What follows belongs to an exercise in optimizing a design on an open flow for small area, a short achievable clock period and few clock cycles; a production flow would make more cautious choices. Where RTL was checked, it was by simulation tests only, not by an equivalence proof against the original. Power and IR drop assume default switching activity.

run A:
Design cacheTop, start of the top module:
module cacheTop
(
    input  logic                          clk,
    input  logic                          rst,
    input  logic                          cpuReqValid,
    input  logic                          cpuReqWrite,
    input  logic [10-1:0]      cpuReqAddr,
    input  logic [8-1:0]      cpuReqByte,
    output logic                          cpuRespValid,
    output logic                          cpuRespHit,
    output logic [32-1:0]      cpuRespWord,
    output logic                          cpuCredit,
    output logic                          memReqValid,
    output logic                          memReqWrite,
    output logic [6-1:0] memReqLineAddr,
    output logic [128-1:0]      memReqLine,
    input  logic                          memRespValid,
    input  logic [128-1:0]      memRespLine,
    input  logic                          memCredit
);
    logic [3:0]   valid;
    logic [3:0]   dirty;
    logic [4:0]   tags  [4];
    logic [127:0] lines [4];
    logic [1:0]   lruVictim;       
    logic         stIdle;          
    logic         stLate;          
    logic         stWb;            
    logic         stRdIssue;       
    logic         stRd;            
    logic         idle;
    logic         reqWrite;        
    logic [9:0]   reqAddr;
    assign idle = stIdle;
    logic [4:0]  inTag;
    logic        inSet;
    logic [3:0]  mruSlot;          
    logic [3:0]  match;            
    logic [3:0]  victimSlot;       
    logic        hitMru, hitLru, hitWay1, victimDirty;
    logic [4:0]  victimTag;
    assign inTag  = cpuReqAddr[9:5];
    assign inSet  = cpuReqAddr[4];
    always_comb begin
        victimTag = '0;
        for (int i = 0; i < 4; i++) begin
            mruSlot[i]    = (lruVictim[i / 2] != i[0]);
            match[i]      = valid[i] && (inSet == i[1]) && (tags[i] == inTag);
            victimSlot[i] = (inSet == i[1]) && !mruSlot[i];
            victimTag     = victimTag | ({5{victimSlot[i]}} & tags[i]);
        end
    end
    logic [4:0] mruTag [2];
  ...
Size: roughly 570 flip-flops, about 320 I/O pins, roughly 28,000 um^2 of cells after synthesis.
Settings: LEC_CHECK=0, ABC_AREA=1, CAP_MARGIN=20, CORE_MARGIN=2, CORE_UTILIZATION=40, CTS_CLUSTER_DIAMETER=70, CTS_CLUSTER_SIZE=30, SETUP_SLACK_MARGIN=1.2, SLEW_MARGIN=20, TNS_END_PERCENT=10; clock period 5.0 ns.
standard.sh (not shown) runs the stock make flow with config.mk's settings and CLKGATE_MAP_FILE= SYNTH_SCRIPT=/design/flow/synth_recipe.tcl, a recipe that flattens the netlist after the stock synthesis.
==> flow/flow/run.sh <==
#!/bin/bash
# The standard layout, with each port buffered by the smallest buffer
# (the resizer upsizes the ones that timing needs) instead of ORFS's default
# choice of buffer cell.
set -euo pipefail
export BUFFER_PORTS_ARGS="-buffer_cell sky130_fd_sc_hd__buf_1"
bash standard.sh > standard.log 2>&1
Run A completed; timing, DRC and antenna clean
Testbench counts of run A, summed over its fixed seeds: cycles 43,346.
Input changes introduced in run B (baseline for comparison: run A):
Settings: removing CTS_CLUSTER_SIZE (formerly 30); changing SETUP_SLACK_MARGIN from 1.2 to 1.5; removing CTS_CLUSTER_DIAMETER (formerly 70).
[summary]
Run A vs run B, master of the slowest instance on the critical path: sky130_fd_sc_hd__dfxtp_4 vs sky130_fd_sc_hd__buf_6. Comparing run A and run B, the higher internal power was measured on run B. Diff run A -> run B | share of cell area taken by multi-input logic gates | decrease of 1.0 points. Between run B and run A, the register clock-pin slew on the reported worst setup and hold paths figures differ only marginally. Run B gives more count of cells along the worst register-to-register path than run A did. As of run B, count of instances resized after the clock tree is built had risen by more than 100% compared to run A. In run B, count of plain and timing-repair buffers is higher than in run A. Setup slack in run B is larger than in run A. Comparing run A and run B, the lower area of the multi-input gates was measured on run A. The lower final area came out of run A. Run B vs run A on share of total power in combinational logic: run B is the lower one.
Input changes introduced in run C (baseline for comparison: run B):
Settings: CTS_CLUSTER_DIAMETER: unset -> 70; TNS_END_PERCENT: 10 -> 5; CTS_CLUSTER_SIZE: unset -> 30.
--- outcome ---
No stage failed in run C, and the final checks on the layout all came back clean.
Run B closes out successfully: all stages finished, all timing, DRC and antenna checks passed.
On final critical-path share of the clock period, the lower figure sits with run B, not run C.
met3 usage in global routing on run C is down relative to run B.
Taking run B as the reference point, the wire length of run C falls by about 2.7%.
Run B → run C: total global routing track utilization fell 0.79 points, total power fell about 12%.
Input-level comparison between run D and run C:
Settings: SETUP_SLACK_MARGIN changed from 1.5 to 2.0; TNS_END_PERCENT changed from 5 to 10.
Findings:
Power consumed by combinational cells in run D vs run C: up 18%. Taking run C as the reference, in run D sequential share of layout area fell by 3.6 points; final critical delay including setup and external delays rose by 51 ps; non-clock buffer count in the final layout rose by 13%; power per cell area fell by 1.6%; hold slack rose by 3.4 ps. In run D, post-route total power is higher than in run C. Comparing the two runs side by side, run D comes out behind run C on worst setup slack. Layout overhead on the synthesized area came out higher on run D than on run C. Comparing run C and run D, the higher met2 usage in global routing is on run D. Run D reports its slowest cell on the critical path as sky130_fd_sc_hd__o211ai_1 while run C reports sky130_fd_sc_hd__o2111ai_1. Number of diodes added for antenna fixing (run D over run C): increase, 2.

========
## S
Another version of the RTL of cacheTop (not shown whole).
Size: roughly 2500 cells after synthesis, about 320 I/O pins, ~0.029 mm2 of cells after synthesis.
export LEC_CHECK = 0
export CAP_MARGIN = 20
export CORE_MARGIN = 2
export CORE_UTILIZATION = 40
export SETUP_SLACK_MARGIN = 2.0
export SLEW_MARGIN = 20
create_clock -name core_clock -period 5.0 [get_ports {clk}]
run.sh (not shown) runs the stock make flow with config.mk's settings and CLKGATE_MAP_FILE= SYNTH_SCRIPT=/design/flow/synth_recipe.tcl, a recipe that flattens the netlist after the stock synthesis.
Stock flow here: none of the scripts above is used.
S completed; timing, DRC and antenna clean
--- input diff S..R ---
# S
export LEC_CHECK = 0
export CAP_MARGIN = 20
export CORE_MARGIN = 2
export CORE_UTILIZATION = 40
export SETUP_SLACK_MARGIN = 2.0
export SLEW_MARGIN = 20
create_clock -name core_clock -period 5.0 [get_ports {clk}]
# R
export LEC_CHECK = 0
export CAP_MARGIN = 20
export CORE_MARGIN = 2
export CORE_UTILIZATION = 40
export SETUP_SLACK_MARGIN = 1.5
export SLEW_MARGIN = 20
create_clock -name core_clock -period 5.0 [get_ports {clk}]
Post-route clock period utilization, R and S, lower one = S. NOTE internal power consumption S->R decreased slightly. Summary — number of logic stages on the critical path including buffering, R relative to S: lower, by 4. Delta(number of clock buffers in the layout, R - S) < 0. Compared to S, R has final wirelength 8.7% lower.

========
Setup of lane 1:
RTL: one of the versions met above, not the one the previous note started from.
For scale: about 3,000 cells after synthesis, ~320 I/O pins, roughly 28,000 sq um of cells after synthesis.
Settings: LEC_CHECK=0, ABC_AREA=1, CAP_MARGIN=20, CORE_MARGIN=2, CORE_UTILIZATION=55, CTS_CLUSTER_DIAMETER=70, CTS_CLUSTER_SIZE=30, SETUP_SLACK_MARGIN=1.5, SLEW_MARGIN=20, TNS_END_PERCENT=10; clock period 5.0 ns.
standard.sh (not shown) runs the stock make flow with config.mk's settings and CLKGATE_MAP_FILE= SYNTH_SCRIPT=/design/flow/synth_recipe.tcl, a recipe that flattens the netlist after the stock synthesis.
Scripts as last shown in full above: flow/flow/run.sh
Testbench counts of lane 1, summed over its fixed seeds: cycles 43,346.
## Diff of input files: lane 2 against lane 1
- a change of CORE_UTILIZATION from 55 to 40
- a change of TNS_END_PERCENT from 10 to 25
==> comparison <==
The end point of the critical path comes out cpuRespWord[23] in one run and cpuRespWord[22] in the other, namely in lane 1 and lane 2 respectively. Of lane 1 and lane 2, lane 2 shows the higher total wirelength of the detailed-routed design, with lane 1 below it. Changes observed in lane 2 relative to lane 1: area added between synthesis and finish now smaller; final non-filler cell area comparable; critical path depth now smaller; sequential cell area comparable.

========
The RTL this note starts from:
==> flow/design.v <==
`timescale 1ns/100ps
module cacheTop
(
    input  logic                          clk,
    input  logic                          rst,
    input  logic                          cpuReqValid,
    input  logic                          cpuReqWrite,
    input  logic [10-1:0]      cpuReqAddr,
    input  logic [8-1:0]      cpuReqByte,
    output logic                          cpuRespValid,
    output logic                          cpuRespHit,
    output logic [32-1:0]      cpuRespWord,
    output logic                          cpuCredit,
    output logic                          memReqValid,
    output logic                          memReqWrite,
    output logic [6-1:0] memReqLineAddr,
    output logic [128-1:0]      memReqLine,
    input  logic                          memRespValid,
    input  logic [128-1:0]      memRespLine,
    input  logic                          memCredit
);
    logic [3:0]   valid;
    logic [3:0]   dirty;
    logic [4:0]   tags  [4];
    logic [127:0] lines [4];
    logic [1:0]   lruVictim;       
    logic         stIdle;          
    logic         stLate;          
    logic         stWb;            
    logic         stRdIssue;       
    logic         stRd;            
    logic         idle;
    logic         reqWrite;        
    logic [9:0]   reqAddr;
    assign idle = stIdle;
    logic [4:0]  inTag;
    logic        inSet;
    logic [3:0]  mruSlot;          
    logic [3:0]  match;            
    logic [3:0]  victimSlot;       
    logic        hitMru, hitLru, hitWay1, victimDirty;
    logic [4:0]  victimTag;
    assign inTag  = cpuReqAddr[9:5];
    assign inSet  = cpuReqAddr[4];
    always_comb begin
        victimTag = '0;
        for (int i = 0; i < 4; i++) begin
            mruSlot[i]    = (lruVictim[i / 2] != i[0]);
            match[i]      = valid[i] && (inSet == i[1]) && (tags[i] == inTag);
            victimSlot[i] = (inSet == i[1]) && !mruSlot[i];
            victimTag     = victimTag | ({5{victimSlot[i]}} & tags[i]);
        end
    end
    logic [4:0] mruTag [2];
    logic [1:0] mruValid, mruEq;
    always_comb begin
        for (int t = 0; t < 2; t++) begin
            mruTag[t]   = lruVictim[t] ? tags[2 * t]  : tags[2 * t + 1];
            mruValid[t] = lruVictim[t] ? valid[2 * t] : valid[2 * t + 1];
            mruEq[t]    = mruValid[t] && (mruTag[t] == inTag);
        end
    end
    assign hitMru      = inSet ? mruEq[1] : mruEq[0];
    assign hitLru      = |(match & ~mruSlot);
    assign hitWay1     = match[1] || match[3];
    assign victimDirty = |(victimSlot & valid & dirty);
    logic newReq, hitNow, lateNow, missNow, fillNow;
    assign newReq  = idle && cpuReqValid;
    assign hitNow  = newReq && hitMru;
    assign lateNow = newReq && hitLru;
    assign missNow = newReq && !hitMru && !hitLru;
    assign fillNow = stRd && memRespValid;
    logic [3:0]  wordDec;          
    logic [3:0]  lateSlot;         
    logic [3:0]  lateWordDec;      
    logic [3:0]  missWordDec;      
    logic [15:0] rdSel;
    logic [3:0]  missSel;
    always_comb begin
        cpuRespWord = '0;
        for (int w = 0; w < 4; w++) begin
            wordDec[w]     = (cpuReqAddr[3:2] == w);
            missWordDec[w] = (reqAddr[3:2] == w);
            missSel[w]     = stRd && missWordDec[w];
            cpuRespWord    = cpuRespWord | ({32{missSel[w]}} & memRespLine[(3 - w) * 32 +: 32]);
        end
        for (int i = 0; i < 4; i++) begin
            for (int w = 0; w < 4; w++) begin
                rdSel[i * 4 + w] = (idle && mruSlot[i] && (inSet == i[1]) && wordDec[w]) ||
                                   (lateSlot[i] && lateWordDec[w]);
                cpuRespWord = cpuRespWord | ({32{rdSel[i * 4 + w]}} & lines[i][(3 - w) * 32 +: 32]);
            end
        end
    end
    always_ff @(posedge clk) begin
        lateSlot    <= {4{lateNow}} & match;
        lateWordDec <= wordDec;
    end
    assign cpuRespValid = hitNow || stLate || fillNow;
    assign cpuCredit    = cpuRespValid;
    assign cpuRespHit   = !stRd;
    always_comb begin
        memReqLine = '0;
        for (int i = 0; i < 4; i++) begin
            memReqLine = memReqLine | ({128{victimSlot[i]}} & lines[i]);
        end
    end
    assign memReqValid    = missNow || stRdIssue;
    assign memReqWrite    = idle && victimDirty;
    assign memReqLineAddr = !idle       ? reqAddr[9:4] :
                            victimDirty ? {victimTag, inSet} : cpuReqAddr[9:4];
    always_ff @(posedge clk) begin
        if (rst) begin
            stIdle    <= 1'b1;
            stLate    <= 1'b0;
            stWb      <= 1'b0;
            stRdIssue <= 1'b0;
            stRd      <= 1'b0;
        end else begin
            stLate <= lateNow;
            if (lateNow || missNow) begin
                stIdle <= 1'b0;
            end
            if (stLate || fillNow) begin
                stIdle <= 1'b1;
            end
            if (missNow) begin
                stWb <= victimDirty;
                stRd <= !victimDirty;
            end
            if (stWb && memCredit) begin
                stWb      <= 1'b0;
                stRdIssue <= 1'b1;
            end
            if (stRdIssue) begin
                stRdIssue <= 1'b0;
                stRd      <= 1'b1;
            end
            if (fillNow) begin
                stRd <= 1'b0;
            end
        end
    end
    always_ff @(posedge clk) begin
        if (idle) begin
            reqWrite <= cpuReqWrite;
            reqAddr  <= cpuReqAddr;
        end
    end
    logic [3:0] fillSlot;          
    logic [3:0] wrSlot;            
    always_comb begin
        for (int i = 0; i < 4; i++) begin
            fillSlot[i] = fillNow && (reqAddr[4] == i[1]) && !mruSlot[i];
            wrSlot[i]   = newReq && cpuReqWrite && (match[i] || (missNow && victimSlot[i]));
        end
    end
    always_ff @(posedge clk) begin
        for (int s = 0; s < 2; s++) begin
            if (rst) begin
                lruVictim[s] <= 1'b0;
            end else if ((lateNow && inSet == s) || (fillNow && reqAddr[4] == s)) begin
                lruVictim[s] <= !lruVictim[s];
            end
        end
    end
    always_ff @(posedge clk) begin
        for (int i = 0; i < 4; i++) begin
            if (rst) begin
                valid[i] <= 1'b0;
            end else if (fillSlot[i]) begin
                valid[i] <= 1'b1;
            end
            if (fillSlot[i]) begin
                dirty[i] <= reqWrite;
                tags[i]  <= reqAddr[9:5];
            end else if (newReq && cpuReqWrite && match[i]) begin
                dirty[i] <= 1'b1;
            end
        end
    end
    logic [127:0] newLine;
    logic [15:0]  laneHit;       
    logic [15:0]  laneMem;       
    always_comb begin
        for (int k = 0; k < 16; k++) begin
            laneHit[k] = (cpuReqAddr[3:0] == k);
            laneMem[k] = !(reqWrite && (reqAddr[3:0] == k));
            newLine[(15 - k) * 8 +: 8] = stRd ? memRespLine[(15 - k) * 8 +: 8] : cpuReqByte;
        end
    end
    always_ff @(posedge clk) begin
        for (int i = 0; i < 4; i++) begin
            for (int k = 0; k < 16; k++) begin
                if ((fillSlot[i] && laneMem[k]) || (wrSlot[i] && laneHit[k])) begin
                    lines[i][(15 - k) * 8 +: 8] <= newLine[(15 - k) * 8 +: 8];
                end
            end
        end
    end
endmodule
export LEC_CHECK = 0
export CAP_MARGIN = 20
export CORE_MARGIN = 2
export CORE_UTILIZATION = 40
export SETUP_SLACK_MARGIN = 1.5
export SLEW_MARGIN = 20
create_clock -name core_clock -period 5.0 [get_ports {clk}]
Scripts as last shown in full above: flow/flow/run.sh
The baseline finished with timing, DRC and antenna clean.
Testbench counts at the start, summed over its fixed seeds: cycles 43,346.
Rerun with:
Settings changed: CTS_CLUSTER_DIAMETER from default to 70, CTS_CLUSTER_SIZE from default to 30, TNS_END_PERCENT from default to 10.
Effect: Cell area goes down by about 5%; via count shrinks by about 3.5%; sequential power hardly moves; combinational power drops by about 7%; utilization drops by 2.6 points.
Rerun with:
Settings changed: ABC_AREA from default to 1.
=> Maximum frequency goes up by a few percent. Critical path depth came out lower by 1. Wire length goes up by a few percent. Setup slack improved by 0.25 ns.
Rerun with:
Settings changed: ABC_AREA 1 to default, CTS_CLUSTER_DIAMETER 70 to default, CTS_CLUSTER_SIZE 30 to default.
- final cell count goes down by 18%
- fmax goes down by 7.0%
- total power goes up by 4.6%
- worst setup slack is worse by 0.27 ns
- synthesized cell count goes down by 27%
- critical path depth goes up by 3
- die area goes down by 2.1%
- routed wire length goes down by 4.4%
- area after synthesis goes down by 2.1%
Rerun with:
Settings changed: ABC_AREA from default to 1, CTS_CLUSTER_DIAMETER from default to 70, CTS_CLUSTER_SIZE from default to 30, SETUP_SLACK_MARGIN 1.5 to 1.4.
Effect: Critical path depth shrinks by 1; design area shrinks by 3.6%; maximum frequency grows by 5.6%; final cell count grows by 22%.

========
== JK ==
Another version of the RTL of cacheTop (not shown whole).
For scale: ~2200 cells after synthesis, ~570 flip-flops, about 28000 sq um of cells after synthesis.
==> flow/design.v (excerpt) <==
module cacheTop
(
    input  logic                          clk,
    input  logic                          rst,
    input  logic                          cpuReqValid,
    input  logic                          cpuReqWrite,
    input  logic [10-1:0]      cpuReqAddr,
    input  logic [8-1:0]      cpuReqByte,
    output logic                          cpuRespValid,
    output logic                          cpuRespHit,
    output logic [32-1:0]      cpuRespWord,
    output logic                          cpuCredit,
    output logic                          memReqValid,
    output logic                          memReqWrite,
    output logic [6-1:0] memReqLineAddr,
    output logic [128-1:0]      memReqLine,
    input  logic                          memRespValid,
    input  logic [128-1:0]      memRespLine,
    input  logic                          memCredit
);
clock: 5.0 ns
lec_check: 0
cap_margin: 20
core_margin: 2
core_utilization: 60
setup_slack_margin: 1.5
slew_margin: 20
run.sh (not shown) runs the stock make flow with config.mk's settings and CLKGATE_MAP_FILE= SYNTH_SCRIPT=/design/flow/synth_recipe.tcl, a recipe that flattens the netlist after the stock synthesis.
Stock flow here: none of the scripts above is used.
What MS does differently from JK at the input level:
Settings: swapping 60 for 40 in CORE_UTILIZATION.
Findings:
The post-cts gate resize count in MS sits 33 above the value recorded for JK. In the metrics for JK and MS, the one carrying the higher average wire per standard cell is JK. Startpoint of the worst setup timing path = reqAddr[3]: JK; startpoint of the worst setup timing path = cpuReqAddr[3]: MS. Maximum frequency was higher in the run labelled MS. Clock network power share, JK and MS: higher on MS. Delta (MS minus JK): first-pass GRT wire length shows an increase of 11000 um, combinational gate power comparable. Compared with JK, in MS final period demand of the worst path went down 44 ps, fraction of power consumed by combinational cells shrank by 0.3 points. [compare] base=JK new=MS: net switching power of the design lost 0.35%; worst setup slack climbed 44 ps; full die area went up by 49%.
Function was not checked in any run of this note: the RTL went through the layout flow alone.

==> re-timing with driven ports <==
The results above use ideal ports. As a check the final layouts listed here were re-extracted and re-timed, cells and wires unchanged.
Step 1, drivers: a clkbuf_16 drives clk and a buf_2 each remaining input, both assumed.
Step 2 times the ports against the registers' clock, not the clock port: input delays grow and output delays shrink by t, the midpoint of the rising clock arrivals with the driver on.
Slacks: ideal ports / drivers / drivers and shift; pairs: ideal ports / drivers.
run | t, ns | slack for setup (ns) | worst setup path after step 2 | slew at the worst register clock pin (ns) | cell pins on the clock port's net
run A | 0.665 | 1.151 / 1.077 / 1.077 | input to output | 0.11 / 0.11 | 1
run B | 0.708 | 1.361 / 1.305 / 1.305 | input to output | 0.07 / 0.07 | 1
run C | 0.661 | 1.341 / 1.294 / 1.294 | input to output | 0.11 / 0.11 | 1
run D | 0.663 | 1.290 / 1.215 / 1.215 | input to output | 0.11 / 0.11 | 1
S | 0.679 | 0.606 / 0.503 / 0.503 | input to output | 0.06 / 0.06 | 1
R | 0.709 | 0.587 / 0.517 / 0.573 | input to output | 0.06 / 0.06 | 1
lane 1 | 0.657 | 1.341 / 1.293 / 1.293 | input to output | 0.10 / 0.10 | 1
lane 2 | 0.660 | 1.340 / 1.293 / 1.293 | input to output | 0.11 / 0.11 | 1
the first run of note 4 | 0.734 | 1.026 / 0.956 / 0.736 | input to register | 0.07 / 0.07 | 1
the second run of note 4 | 0.641 | 1.108 / 1.022 / 0.897 | input to register | 0.10 / 0.10 | 1
the third run of note 4 | 0.663 | 1.353 / 1.291 / 1.291 | input to output | 0.11 / 0.11 | 1
the fourth run of note 4 | 0.706 | 1.079 / 1.017 / 0.697 | input to register | 0.07 / 0.07 | 1
the fifth run of note 4 | 0.667 | 1.286 / 1.221 / 1.221 | input to output | 0.11 / 0.11 | 1
JK | 0.686 | 0.911 / 0.851 / 0.868 | input to output | 0.07 / 0.07 | 1
MS | 0.686 | 0.955 / 0.835 / 0.835 | input to output | 0.07 / 0.07 | 1
After both steps every run listed still meets setup and hold. The setup slack of the fourth run of note 4, which loses most, moves by -0.062 ns with the drivers and by -0.382 ns with both steps.
